This is an optimization exercise on Yosys and OpenROAD, whose aim is small area, a short achievable clock period and few clock cycles per item, not a production implementation.
In this exercise RTL edits were held to simulation tests only and were not proved equivalent to the original.
Power is estimated from default activity; no workload was simulated.

==> flow/design.v (excerpt) <==
module cache_wb_buffer
#(
    parameter int unsigned DEPTH = 4
) (
    input  logic                   clk,
    input  logic                   rst,
    input  logic                   c_read,
    input  logic                   c_write,
    input  logic [cache_pkg::BADDR_WIDTH-1:0] c_addr,
    input  logic [cache_pkg::BLOCK_WIDTH-1:0] c_wdata,
    output logic [cache_pkg::BLOCK_WIDTH-1:0] c_rdata,
    output logic                   c_ready,
    output logic                   mem_read,
    output logic                   mem_write,
    output logic [cache_pkg::BADDR_WIDTH-1:0] mem_addr,
    output logic [cache_pkg::BLOCK_WIDTH-1:0] mem_wdata,
    input  logic [cache_pkg::BLOCK_WIDTH-1:0] mem_rdata,
    input  logic                   mem_ready,
    output logic                   wb_empty
);
    logic [DEPTH-1:0][cache_pkg::BADDR_WIDTH-1:0] addr_q;
    logic [DEPTH-1:0][cache_pkg::BLOCK_WIDTH-1:0] data_q;
  ...
clock: 4.0 ns
lec_check: 0
cap_margin: 20
core_margin: 2
core_utilization: 70
cts_cluster_diameter: 50
cts_cluster_size: 20
setup_slack_margin: 1.85
slew_margin: 20
standard.sh (not shown) runs the stock make flow with config.mk's settings and CLKGATE_MAP_FILE= SYNTH_SCRIPT=/design/flow/synth_recipe.tcl, a recipe that flattens the netlist after the stock synthesis.
==> flow/flow/run.sh <==
#!/bin/bash
# Layout flow: the standard flow (standard.sh, unchanged synthesis and
# steps), except that the input and output ports are buffered with buf_2
# cells rather than the default clkdlybuf4s50 delay cells, which are slow
# and large. Every port still gets its own buffer.
set -euo pipefail
export BUFFER_PORTS_ARGS="-buffer_cell sky130_fd_sc_hd__buf_2"
bash standard.sh > standard_flow.log 2>&1
Testbench counts at the start, summed over its fixed seeds: cycles 26,446, requests 8,000.
==> next run, changes <==
--- a/flow/design.v
+++ b/flow/design.v
@@ -1,8 +1,18 @@
 package cache_pkg;
     localparam int unsigned BLOCK_WIDTH = 128;
     localparam int unsigned BADDR_WIDTH = 28;
+    typedef enum logic [1:0] {
+        IDLE   = 2'd0,
+        RD_MEM = 2'd1,
+        WR_MEM = 2'd2,
+        RESP   = 2'd3
+    } wb_state_e;
+    typedef struct packed {
+        logic [BADDR_WIDTH-1:0] addr;
+        logic [BLOCK_WIDTH-1:0] data;
+    } wb_entry_t;
 endpackage
 module wb_store
 #(
     parameter  int unsigned DEPTH = 4
 ) (
Result: Cell count drops by 0.77%. Global-route usage goes down by 0.68 points. Clock power goes down by 8.0%. Wire length is lower by 4.6%. Power goes down by 2.6%. Cell area fell by 1.3%. First-iteration DRC count went up by 1.4%. Area after synthesis stays flat. Via count is lower by 2.2%.
Testbench counts after the change, summed over its fixed seeds: cycles 26,446, requests 8,000.

--- another note on this design; it stands on its own ---

==> flow/design.v (excerpt) <==
module cache_wb_buffer
#(
    parameter int unsigned DEPTH = 4
) (
    input  logic                   clk,
    input  logic                   rst,
    input  logic                   c_read,
    input  logic                   c_write,
    input  logic [cache_pkg::BADDR_WIDTH-1:0] c_addr,
    input  logic [cache_pkg::BLOCK_WIDTH-1:0] c_wdata,
    output logic [cache_pkg::BLOCK_WIDTH-1:0] c_rdata,
    output logic                   c_ready,
    output logic                   mem_read,
    output logic                   mem_write,
    output logic [cache_pkg::BADDR_WIDTH-1:0] mem_addr,
    output logic [cache_pkg::BLOCK_WIDTH-1:0] mem_wdata,
    input  logic [cache_pkg::BLOCK_WIDTH-1:0] mem_rdata,
    input  logic                   mem_ready,
    output logic                   wb_empty
);
    logic [DEPTH-1:0][cache_pkg::BADDR_WIDTH-1:0] addr_q;
    logic [DEPTH-1:0][cache_pkg::BLOCK_WIDTH-1:0] data_q;
    logic [DEPTH-1:0] vld_q, vld_d;      
    logic [DEPTH-1:0] dty_q, dty_d;      
    logic [DEPTH-1:0] hot_q, hot_d;      
    logic [DEPTH-1:0][DEPTH-1:0] ord_q, ord_d;
    logic [cache_pkg::BADDR_WIDTH-1:0] pa_q;     
    logic [DEPTH-1:0] hv_q;              
    logic             hq_q;              
  ...
Size in the first run: about 2400 cells after synthesis, roughly 980 flip-flops, ~580 I/O pins, roughly 0.036 mm^2 of cells after synthesis.
clock: 4.0 ns
lec_check: 0
cap_margin: 20
core_margin: 2
core_utilization: 70
setup_slack_margin: 2.0
slew_margin: 20
standard.sh (not shown) runs the stock make flow with config.mk's settings and CLKGATE_MAP_FILE= SYNTH_SCRIPT=/design/flow/synth_recipe.tcl, a recipe that flattens the netlist after the stock synthesis.
==> flow/flow/run.sh <==
#!/bin/bash
# Layout flow: the standard flow (standard.sh, unchanged synthesis and
# steps), except that the input and output ports are buffered with buf_2
# cells rather than the default clkdlybuf4s50 delay cells, which are slow
# and large. Every port still gets its own buffer.
set -euo pipefail
export BUFFER_PORTS_ARGS="-buffer_cell sky130_fd_sc_hd__buf_2"
bash standard.sh > standard_flow.log 2>&1
Testbench counts at the start, summed over its fixed seeds: cycles 26,446, requests 8,000.
Edit:
--- a/flow/config.mk
+++ b/flow/config.mk
@@ -10,0 +11,2 @@
+export CTS_CLUSTER_DIAMETER = 60
+export CTS_CLUSTER_SIZE = 25
=>
- utilization falls by 2.3 points
- die area is unchanged
- setup slack is worse by 56 ps
- worst hold slack is better by 20 ps
- design area falls by 2.6%
- first-iteration DRC count falls by about 8%
- routed wire length falls by about 2.7%
- clock skew barely changes
- total power falls by about 11%
- register-to-register slack is worse by 20 ps
- count of clock-buffer cells in the layout falls by 44

-- re-timing with driven ports --
Ports are ideal in the flow. The routed layouts listed here were re-timed in OpenROAD.
Step 1 sets driving cells, clkbuf_16 on the clock port and buf_2 on the other inputs (assumed; they add their load-dependent delay and slew).
Step 2 times the ports against the registers' clock, not the clock port: input delays grow and output delays shrink by t, the midpoint of the rising clock arrivals with the driver on.
Slacks: ideal ports / drivers / drivers and shift; pairs: ideal ports / drivers.
| run | shift t [ns] | setup WS [ns] | worst setup path at the end | latest minus earliest clock arrival (ns) | cell pins on the clock port's net |
|---|---|---|---|---|---|
| the first run of note 1 | 0.702 | 1.770 / 1.770 / 1.157 | input to register | 0.037 / 0.037 | 1 |
| the second run of note 1 | 0.692 | 1.786 / 1.786 / 1.179 | input to register | 0.031 / 0.032 | 1 |
| the first run of note 2 | 0.712 | 1.831 / 1.806 / 1.201 | input to register | 0.033 / 0.034 | 1 |
| the second run of note 2 | 0.695 | 1.774 / 1.711 / 1.193 | input to register | 0.043 / 0.043 | 1 |
After both steps every run listed still meets setup and hold. The setup slack of the first run of note 2, which loses most, moves by -0.025 ns with the drivers and by -0.630 ns with both steps.
